This design comes from an exercise in tuning for small area on the open sky130 flow, not from production work.
In this exercise RTL edits were held to simulation tests only and were not proved equivalent to the original.

File: run.sh
#!/bin/bash
# synth_recipe.tcl (not shown) runs the flow's synth.tcl, then flattens the netlist and writes it again
# the make line also repeats each setting of config.mk as NAME=value (left out here)
make -C /OpenROAD-flow-scripts/flow DESIGN_CONFIG=/design/flow/config.mk WORK_HOME=/design/flow/orfs CLKGATE_MAP_FILE= SYNTH_SCRIPT=/design/flow/synth_recipe.tcl finish
File: config.mk
export PLATFORM = sky130hd
export DESIGN_NAME = sprite_quad_vertex_setup
export DESIGN_NICKNAME = sprite_quad_vertex_setup
export VERILOG_FILES = /design/flow/design.v
export SDC_FILE = /design/flow/constraint.sdc
export NUM_CORES = 4
export LEC_CHECK = 0
export CAP_MARGIN = 20
export CORE_MARGIN = 2
export CORE_UTILIZATION = 40
export PLACE_DENSITY = 0.6
export SLEW_MARGIN = 20
File: constraint.sdc
create_clock -name core_clock -period 11.0 [get_ports {clk}]
set_input_delay 2.2000 -clock core_clock [delete_from_list [all_inputs] [get_ports {clk}]]
set_output_delay 2.2000 -clock core_clock [all_outputs]
set_load 0.01 [all_outputs]
File: design.v
package sqvs_pkg;
  localparam int unsigned AccW = 50;    
  localparam logic [20:0] PosMax = 21'h0FFFFF;
  localparam logic [20:0] PosMin = 21'h100000;
endpackage
module sqvs_xform (
  input  logic               clk,
  input  logic               p1, p2, p3, p4,
  input  logic               mirror,
  input  logic signed [15:0] op,    
  input  logic signed [31:0] ca,    
  input  logic signed [31:0] cb,    
  input  logic signed [31:0] ct,    
  output logic        [20:0] pos
);
  localparam int unsigned AW = sqvs_pkg::AccW;
  localparam logic [AW-1:0] K = -(AW'(64'h2_0000_0000) * AW'(16'h5555));
  logic [AW-1:0] v_r, w_r, t_sum, s_sum;
  logic [20:0]   o_r, o2_r;
  function automatic logic [20:0] sat21(input logic [AW-1:0] x);
    logic ovp, ovn, corr;
    ovp  = ~x[AW-1] & (|x[AW-2:36]);
    ovn  =  x[AW-1] & ~(&x[AW-2:36]);
    corr =  x[AW-1] & (|x[15:0]);
    if (ovp)      sat21 = sqvs_pkg::PosMax;
    else if (ovn) sat21 = sqvs_pkg::PosMin;
    else          sat21 = x[36:16] + 21'(corr);
  endfunction
  function automatic logic [AW-1:0] bk_add(input logic [AW-1:0] x, input logic [AW-1:0] y);
    logic [63:0] g, p, gg, pp;
    logic [AW-1:0] r;
    g = '0; p = '0;
    g[AW-1:0] = x & y;
    p[AW-1:0] = x ^ y;
    gg = g; pp = p;
    for (int l = 0; l < 6; l++)
      for (int i = 0; i < 64; i++)
        if (((i + 1) % (2 << l)) == 0) begin
          gg[i] = gg[i] | (pp[i] & gg[i - (1 << l)]);
          pp[i] = pp[i] & pp[i - (1 << l)];
        end
    for (int l = 4; l >= 0; l--)
      for (int i = 0; i < 64; i++)
        if (((i + 1) % (2 << l)) == (1 << l) && i >= (2 << l)) begin
          gg[i] = gg[i] | (pp[i] & gg[i - (1 << l)]);
          pp[i] = pp[i] & pp[i - (1 << l)];
        end
    r[0] = p[0];
    for (int i = 1; i < AW; i++) r[i] = p[i] ^ gg[i-1];
    bk_add = r;
  endfunction
  logic               opn;
  logic        [31:0] mc;
  logic [AW-1:0]      a1, a2, negv;
  logic [AW-1:0]      rows [8];
  logic               cin;
  always_comb begin
    opn = p1 & mirror;
    mc  = (p1 | p3) ? ca : cb;
    a1  = p2 ? AW'(ct) : (p3 | p4) ? v_r : '0;
    cin = p3 & mirror;
    a2  = cin ? ~w_r : '0;
    negv = '0;
    for (int i = 0; i < 8; i++) begin
      logic xm, x0, x1, one, two, ng;
      logic [32:0] mag, r;
      xm  = (i == 0) ? 1'b0 : op[2*i-1];
      x0  = op[2*i];
      x1  = op[2*i+1];
      one = x0 ^ xm;
      two = (x1 & ~x0 & ~xm) | (~x1 & x0 & xm);
      ng  = x1 ^ opn;
      mag = one ? {mc[31], mc} : two ? {mc, 1'b0} : 33'd0;
      r   = mag ^ {33{ng}};
      rows[i] = AW'({~r[32], r}) << (2*i);
      negv[2*i] = ng;
    end
    t_sum = K + a1 + a2 + AW'(cin) + negv + rows[0] + rows[1] + rows[2] + rows[3]
          + rows[4] + rows[5] + rows[6] + rows[7];
    s_sum = bk_add(v_r, w_r);
  end
  always_ff @(posedge clk) begin
    v_r <= t_sum;
    if (p1) w_r <= t_sum;
    o_r  <= p3 ? sat21(t_sum) : p4 ? sat21(s_sum) : o2_r;
    o2_r <= p4 ? sat21(t_sum) : sat21(s_sum);
  end
  assign pos = o_r;
endmodule
module sqvs_div (
  input  logic        clk,
  input  logic        start,      
  input  logic [12:0] r0,         
  input  logic        b1,         
  input  logic [12:0] d,          
  output logic [16:0] q           
);
  logic [12:0] r_r;
  logic [13:0] q_r;
  function automatic logic [13:0] step(input logic [12:0] r, input logic b, input logic [12:0] dd);
    logic [13:0] t;
    t = {r, b};
    if (t >= {1'b0, dd}) step = {1'b1, 13'(t - {1'b0, dd})};
    else                 step = {1'b0, t[12:0]};
  endfunction
  logic [13:0] s1, s2, s3, s4, s5;
  logic [12:0] r4;
  always_comb begin
    s1 = step(r_r, 1'b0, d);
    s2 = step(s1[12:0], 1'b0, d);
    s3 = step(s2[12:0], 1'b0, d);
    s5 = step(r0, b1, d);
    r4 = start ? s5[12:0] : s3[12:0];
    s4 = step(r4, start, d);
    q  = {q_r, s1[13], s2[13], s3[13]};
  end
  always_ff @(posedge clk) begin
    r_r <= s4[12:0];
    if (start) q_r <= {12'b0, s5[13], s4[13]};
    else       q_r <= {q_r[9:0], s1[13], s2[13], s3[13], s4[13]};
  end
endmodule
module sprite_quad_vertex_setup (
  input  logic               clk,
  input  logic               rst_n,
  input  logic               start,
  output logic               busy,
  input  logic               in_func,
  input  logic [11:0]        in_src_x,
  input  logic [11:0]        in_src_y,
  input  logic [12:0]        in_src_w,
  input  logic [12:0]        in_src_h,
  input  logic signed [15:0] in_dst_x,
  input  logic signed [15:0] in_dst_y,
  input  logic signed [15:0] in_dst_w,
  input  logic signed [15:0] in_dst_h,
  input  logic [31:0]        in_color_rgba,
  input  logic               cfg_valid,
  output logic               cfg_ready,
  input  logic [2:0]         cfg_index,
  input  logic [31:0]        cfg_data,
  output logic               out_strobe,
  output logic [1:0]         out_corner,
  output logic signed [20:0] out_screen_x,
  output logic signed [20:0] out_screen_y,
  output logic signed [17:0] out_tex_s,
  output logic signed [17:0] out_tex_t,
  output logic [7:0]         out_red,
  output logic [7:0]         out_green,
  output logic [7:0]         out_blue,
  output logic [7:0]         out_alpha,
  output logic               out_last
);
  logic signed [31:0] mat_xx_r, mat_xy_r, mat_yx_r, mat_yy_r, trans_x_r, trans_y_r;
  logic [12:0]        atlas_w_r, atlas_h_r;
  logic [12:0]        cfg_atlas;
  assign cfg_ready = 1'b1;
  assign cfg_atlas = (cfg_data[12:0] == 13'd0) ? 13'd1 : cfg_data[12:0];
  logic [7:0]  cfg_we;
  logic [31:0] cd_z, cd_m;      
  logic [12:0] cd_a;            
  always_comb begin
    for (int i = 0; i < 8; i++) cfg_we[i] = ~rst_n | (cfg_valid & (cfg_index == 3'(i)));
    cd_z = rst_n ? cfg_data : 32'd0;
    cd_m = rst_n ? cfg_data : 32'd65536;
    cd_a = rst_n ? cfg_atlas : 13'd1024;
  end
  always_ff @(posedge clk) begin
    if (cfg_we[0]) mat_xx_r  <= cd_m;
    if (cfg_we[1]) mat_xy_r  <= cd_z;
    if (cfg_we[2]) mat_yx_r  <= cd_z;
    if (cfg_we[3]) mat_yy_r  <= cd_m;
    if (cfg_we[4]) trans_x_r <= cd_z;
    if (cfg_we[5]) trans_y_r <= cd_z;
    if (cfg_we[6]) atlas_w_r <= cd_a;
    if (cfg_we[7]) atlas_h_r <= cd_a;
  end
  logic       accept;
  logic [8:1] p;
  assign busy   = p[1] | p[2] | p[3];
  assign accept = start & ~busy;
  always_ff @(posedge clk) begin
    if (!rst_n) p <= '0;
    else        p <= {p[7:1], accept};
  end
  logic               mir_r;
  logic signed [15:0] opq0_r, opq1_r, opq2_r, opq3_r, opq4_r;
  logic [31:0]        col_r, col_o;
  logic [3:0]         sat_r;
  logic [1:0]         neg_r;
  logic [13:0] us, ut;
  logic        neg_s, neg_t;
  logic [13:0] vs, vt;
  logic [12:0] r0_sl, r0_sr, r0_tt, r0_tb;
  assign us    = 14'(in_src_x) + 14'(in_src_w);
  assign ut    = 14'(in_src_y) + 14'(in_src_h);
  assign neg_s = (us == 14'd0);
  assign neg_t = (ut == 14'd0);
  assign vs    = neg_s ? 14'd0 : us - 14'd1;
  assign vt    = neg_t ? 14'd0 : ut - 14'd1;
  assign r0_sl = 13'(in_src_x[11:1]);
  assign r0_tt = 13'(in_src_y[11:1]);
  assign r0_sr = vs[13:1];
  assign r0_tb = vt[13:1];
  logic [7:0] pm_r, pm_g, pm_b;
  assign pm_r = 8'((16'(in_color_rgba[31:24]) * 16'(in_color_rgba[7:0])) >> 8);
  assign pm_g = 8'((16'(in_color_rgba[23:16]) * 16'(in_color_rgba[7:0])) >> 8);
  assign pm_b = 8'((16'(in_color_rgba[15:8])  * 16'(in_color_rgba[7:0])) >> 8);
  always_ff @(posedge clk) begin
    if (accept) begin
      mir_r <= in_func;
      col_r <= {pm_r, pm_g, pm_b, in_color_rgba[7:0]};
      sat_r <= {r0_sl >= atlas_w_r, r0_sr >= atlas_w_r, r0_tt >= atlas_h_r, r0_tb >= atlas_h_r};
      neg_r <= {neg_s, neg_t};
    end
  end
  always_ff @(posedge clk) begin
    opq0_r <= opq1_r;
    opq1_r <= accept ? in_dst_w : opq2_r;
    opq2_r <= accept ? in_dst_y : opq3_r;
    opq3_r <= accept ? in_dst_x : opq4_r;
    opq4_r <= in_dst_h;
  end
  logic [16:0] q_sl, q_sr, q_tt, q_tb;
  sqvs_div u_div_sl (.clk, .start(accept), .r0(r0_sl), .b1(in_src_x[0]), .d(atlas_w_r), .q(q_sl));
  sqvs_div u_div_sr (.clk, .start(accept), .r0(r0_sr), .b1(vs[0]),       .d(atlas_w_r), .q(q_sr));
  sqvs_div u_div_tt (.clk, .start(accept), .r0(r0_tt), .b1(in_src_y[0]), .d(atlas_h_r), .q(q_tt));
  sqvs_div u_div_tb (.clk, .start(accept), .r0(r0_tb), .b1(vt[0]),       .d(atlas_h_r), .q(q_tb));
  logic [16:0] h_sl, h_sr, h_tt, h_tb;
  logic [1:0]  hneg;
  always_ff @(posedge clk) begin
    if (p[4]) begin
      h_sl  <= q_sl | {17{sat_r[3]}};
      h_sr  <= q_sr | {17{sat_r[2]}};
      h_tt  <= q_tt | {17{sat_r[1]}};
      h_tb  <= q_tb | {17{sat_r[0]}};
      hneg  <= neg_r;
      col_o <= col_r;
    end
  end
  logic [20:0] pos_x, pos_y;
  sqvs_xform u_xf_x (.clk, .p1(p[2]), .p2(p[3]), .p3(p[4]), .p4(p[5]), .mirror(mir_r),
                     .op(opq0_r),
                     .ca(mat_xx_r), .cb(mat_yx_r), .ct(trans_x_r), .pos(pos_x));
  sqvs_xform u_xf_y (.clk, .p1(p[2]), .p2(p[3]), .p3(p[4]), .p4(p[5]), .mirror(mir_r),
                     .op(opq0_r),
                     .ca(mat_xy_r), .cb(mat_yy_r), .ct(trans_y_r), .pos(pos_y));
  logic k0, k1;
  logic [17:0] s_sel, t_sel;
  logic        s_neg, t_neg;
  assign k0 = p[6] | p[8];
  assign k1 = p[7] | p[8];
  assign s_sel = {1'b0, k0 ? h_sr : h_sl};
  assign s_neg = k0 & hneg[1];
  assign t_sel = {1'b0, k1 ? h_tt : h_tb};
  assign t_neg = ~k1 & hneg[0];
  assign out_strobe   = p[5] | p[6] | p[7] | p[8];
  assign out_corner   = {k1, k0};
  assign out_last     = p[8];
  assign out_screen_x = pos_x;
  assign out_screen_y = pos_y;
  assign out_tex_s    = s_neg ? -s_sel : s_sel;
  assign out_tex_t    = t_neg ? -t_sel : t_sel;
  assign out_red      = col_o[31:24];
  assign out_green    = col_o[23:16];
  assign out_blue     = col_o[15:8];
  assign out_alpha    = col_o[7:0];
endmodule
==> results.txt <==
## flip-flops by register name, summed over array words and instances, names as in the netlist, 21 cells and up
register / count
u_xf_x.w_r: 50
col_r: 32
mat_yy_r: 32
trans_y_r: 32
u_xf_x.v_r: 50
u_xf_x.o2_r: 21
trans_x_r: 32
u_xf_y.o2_r: 21
mat_xx_r: 32
col_o: 32
mat_xy_r: 32
u_xf_y.w_r: 50
mat_yx_r: 32
u_xf_x.o_r: 21
u_xf_y.v_r: 50
u_xf_y.o_r: 21
## worst min-delay path by stage
stage              start         to  cells past startpoint  slack (ps)
2_1_floorplan  opq1_r[0]  opq0_r[0]                      0         310
3_3_place_gp   opq1_r[1]  opq0_r[1]                      0         310
3_5_place_dp   opq1_r[3]  opq0_r[3]                      0         310
4_1_cts        opq1_r[3]  opq0_r[3]                      0         320
5_1_grt        opq1_r[3]  opq0_r[3]                      0         330
6_report       opq1_r[3]  opq0_r[3]                      0         320
## layer usage
| layer | up-vias | part of all wire, % | track usage [%] | wire length [microns] |
|---|---|---|---|---|
| li1 | 33489 | - | - | - |
| met1 | 35668 | 41 | 31.2 | 116000 |
| met2 | 2561 | 48 | 41.8 | 134000 |
| met3 | 593 | 6.4 | 3.85 | 18100 |
| met4 | 26 | 4.7 | 10.5 | 13100 |
| met5 | - | 0.061 | 0 | 171 |
## cells in the final DEF, fill, tap and decap left out, types with 23 or more instances in the layout
cell	instances
sky130_fd_sc_hd__a211o_1	25
sky130_fd_sc_hd__a211oi_1	65
sky130_fd_sc_hd__a21boi_0	23
sky130_fd_sc_hd__a21o_1	136
sky130_fd_sc_hd__a21oi_1	421
sky130_fd_sc_hd__a22o_1	56
sky130_fd_sc_hd__a22oi_1	26
sky130_fd_sc_hd__a31oi_1	36
sky130_fd_sc_hd__and2_1	217
sky130_fd_sc_hd__and3_1	47
sky130_fd_sc_hd__buf_4	293
sky130_fd_sc_hd__clkbuf_16	103
sky130_fd_sc_hd__clkdlybuf4s50_1	299
sky130_fd_sc_hd__dfxtp_1	376
sky130_fd_sc_hd__edfxtp_1	459
sky130_fd_sc_hd__fa_1	721
sky130_fd_sc_hd__ha_1	791
sky130_fd_sc_hd__inv_1	916
sky130_fd_sc_hd__mux2_1	26
sky130_fd_sc_hd__mux2_2	69
sky130_fd_sc_hd__mux2i_1	170
sky130_fd_sc_hd__nand2_1	634
sky130_fd_sc_hd__nand2b_1	67
sky130_fd_sc_hd__nand3_1	137
sky130_fd_sc_hd__nand4_1	97
sky130_fd_sc_hd__nor2_1	535
sky130_fd_sc_hd__nor2b_1	76
sky130_fd_sc_hd__nor3_1	173
sky130_fd_sc_hd__nor4_1	45
sky130_fd_sc_hd__o211ai_1	62
sky130_fd_sc_hd__o21a_1	103
sky130_fd_sc_hd__o21ai_0	290
sky130_fd_sc_hd__o21ai_1	32
sky130_fd_sc_hd__o21bai_1	29
sky130_fd_sc_hd__o22ai_1	516
sky130_fd_sc_hd__o31ai_1	30
sky130_fd_sc_hd__or2_2	129
sky130_fd_sc_hd__or3_1	53
sky130_fd_sc_hd__xnor2_1	627
sky130_fd_sc_hd__xor2_1	350
## synthesized netlist by cell type (all sizes together), types with 24 or more instances
master,n
inv,924
ha,791
fa,721
nand2,638
xnor2,636
nor2,538
o22ai,516
edfxtp,459
a21oi,435
clkbuf,383
dfxtp,380
xor2,358
o21ai,330
and2,221
nor3,174
mux2i,170
nand3,137
a21o,136
or2,131
mux2,106
o21a,103
buf,97
nand4,97
nor2b,77
a211oi,73
nand2b,67
o211ai,62
a22o,56
or3,53
nor4,49
and3,47
a31oi,36
o31ai,33
o21bai,29
a22oi,26
a211o,25
a21boi,24
## cells by family after synthesis
logic type,count (synthesis)
buffers and inverters,1405
AND/OR/NAND/NOR,2321
adder cells (fa/ha/maj),1512
XOR/XNOR,994
flip-flops,839
other,1
AO/OA/AOI/OAI,2098
multiplexers,276
## area by class of cell
type | instances | area share, %
timing repair buffer | 611 | 5.61
clock buffer | 134 | 2.91
multi-input combinational | 7202 | 62.1
clock inverter | 52 | 0.729
antenna | 6 | 0.0151
sequential | 839 | 21.5
inverter | 925 | 3.50
tap | 2871 | 3.61
## what timing repair did
action / 4_1_cts / 5_1_grt
hold buffers: 0 / 0
setup buffers: 0 / 11
endpoints found under the setup margin: 19 / 40
gates resized for setup: 2 / 18
endpoints found under the hold margin: 0 / 0
pin swaps: 0 / 1
## metrics by stage
stage          setup WS [ps]  cell area [sq um]
3_3_place_gp            31.4              95500
2_1_floorplan           2.69              88000
5_1_grt                -28.4              99400
3_5_place_dp            -107              95600
6_report                 478              99400
4_1_cts                 82.5              99200
==> results.txt <==
For this run, the slowest stage of the critical path takes 510 ps. Setup violations remaining at the end of the flow were counted as 0. In the global route stage, overall resource usage came out at 24.7%.

The data arrival time at the worst-slack endpoint came out at 11160 ps. After synthesis, the largest family of logic cells by area is adder cells. Core box area: 219000 sq um. The initial DRC count came out at 5829. Of the total synthesized cell area, the portion taken by XOR and XNOR cells is 9.90%.

Counting every net in the synthesized netlist gives 11.1k. STA puts the critical path data required time at 11640 ps. The tools report the number of antenna-violating nets in the routed design as 0. Number of enable-type register cells in the synthesized netlist: 459. The final layout contains 11.4k nets. sky130_fd_sc_hd__fa_1 takes more of the synthesized area than any other cell. Summing all multi-input logic gate instances after layout gives 61700 sq um. In the final layout, the share of cells above drive strength 1 is 8.52%. The tools report the pin count of the biggest net entering global routing as 170. The run gives 29.5% as the tightest slew margin relative to the limit. The count of placed standard cells in the final layout, fillers left out is 12.6k.

Registers take 21400 sq um. The maximum buffer depth of the clock tree was 3. The share of flip-flops with an asynchronous set or reset works out to 0%. Together, buffers and inverters on the worst path number 4. The netlist area before placement was 88000 sq um. The die is 473 microns wide. The first global-routing pass estimated 432 mm of wire. Max-cap violations in this run came to 0. The via count of the routed design is 72.3k. For the leftover overflow at the end of global routing, the log shows 0. The startpoint of the worst register-to-register path was atlas_w_r[0]. Slowest cell on the critical path: sky130_fd_sc_hd__or3b_4. In this run the clock root is driven by a sky130_fd_sc_hd__clkbuf_16.

The number of fill cells is 20.8k. The startpoint kind of the worst setup timing path is a register.

The top cell type's share of synthesized area is 16.4%, and the clock latency of the later-clocked register in the worst-skew pair is 780 ps. The overall die area came out at 224000 sq um. The min-delay analysis places its worst path in the category reg -> reg.

The average instance in the mapped netlist occupies 9.32 sq um. Clock-pin slew was measured on the worst setup and hold paths at 60 ps. The die is 473 microns tall. The Yosys step of the flow raised 4 warnings. The run finished with no timing, DRC or antenna violations.

The count of unique library cells instantiated by Yosys is 106, and the largest fanout on the critical path is 12. In the final routed layout, each cell accounts on average for 22.3 microns. For the count of clock tree sinks, the log shows 839.

The worst register-to-register path has a setup slack of 480 ps. The worst clock skew is 46.5 ps. The area growth from synthesis to layout is 13.0%. The tools report the number of slew-limit violations in the final report as 0.

Timing would allow up to 95.0 MHz. CTS built an H-tree with a depth of 3. Synthesis inferred 839 register bits.

The post-route minimum period works out to 10520 ps. For the HPWL reported at the end of detailed placement, the log shows 218 mm. The tools report the number of global-route vias before repair as 73.4k. The number of antenna violations at the first check in global routing is 20, and the worst slack on hold paths is 325 ps. The final number of hold-violating endpoints came out at 0.

The classification of the worst setup path is reg -> reg. The tools report the capturing instance or port of the critical path as u_div_sr.r_r[12]. The worst reg2reg path depth came out at 40. The area fraction in compound gates after synthesis works out to 15.7%.

The clock buffer count from CTS was 98; the routability congestion estimate was 0.945. After Yosys synthesis, full adders, half adders and majority gates account for 27.6% of the synthesized area. The proportion of synthesized area in mux cells was 3.34%; the instance count after placement with tap cells included was 12.4k.

The number of port buffers was 300; the sequential cell area fraction in the yosys report was 24.3%. The number of design rule violations left after detail routing was 0; the count of boundary I/O pins was 302. Adding up every negative setup slack in the final design gives 0 ps. The tools report the sum of routed wire length over all layers as 281 mm. Among cell families on the critical path, the largest total delay comes from compound AO/OA/AOI/OAI gates.

TritonCTS built the clock tree. Yosys attributes the largest share of cell area to sky130_fd_sc_hd__fa_1 (16%), sky130_fd_sc_hd__edfxtp_1 (16%), sky130_fd_sc_hd__ha_1 (11%). The endpoint of the lowest-slack register-to-register path is u_div_sr.r_r[12]. After layout, the worst path uses 95.7% of the clock period.

The average vias per placed instance came out at 5.72. The tools report the start point of the critical path as atlas_w_r[0].

The logs give 40.1% for the effective utilization at floorplan and 172 for the placement row count. The most instantiated flip-flop cell in the synthesis netlist was sky130_fd_sc_hd__edfxtp_1. The tools report the critical path endpoint category as a register. The most repeated library cell on the critical path was sky130_fd_sc_hd__nor2_1.

The number of gates on the worst path with buffers counted is 40. Counting every instance in the synthesized netlist gives 9446. The total iterations of the first detailed-routing run was 8. Measured on the finished design, the core utilization comes to 45.3%. For the pin with the worst max-slew slack, the measured transition is 1050 ps. Summing the areas of all and, or, nand and nor instances in the mapped netlist gives 13.0% of the synthesized area.

what the ideal ports hide:
Ports are ideal in the flow. The routed layout listed here was re-timed in OpenROAD.
Step 1: set_driving_cell puts a clkbuf_16 on clk and a buf_2 on each other input, an assumption about the parent block.
Step 2 also shifts input and output timing later by t, the mid clock arrival at the registers, as if the neighbouring blocks saw the same clock.
Slacks: ideal ports / drivers / drivers and shift; pairs: ideal ports / drivers.
t (ns): 0.842
setup slack, ns: 0.478 / 0.478 / -0.105
worst setup path after step 2: input to register
worst register clock-pin slew, ns: 0.07 / 0.07
Met with ideal ports but missed after step 2: setup timing in this run. The setup slack of this run moves by 0.000 ns with the drivers and by -0.583 ns with both steps.
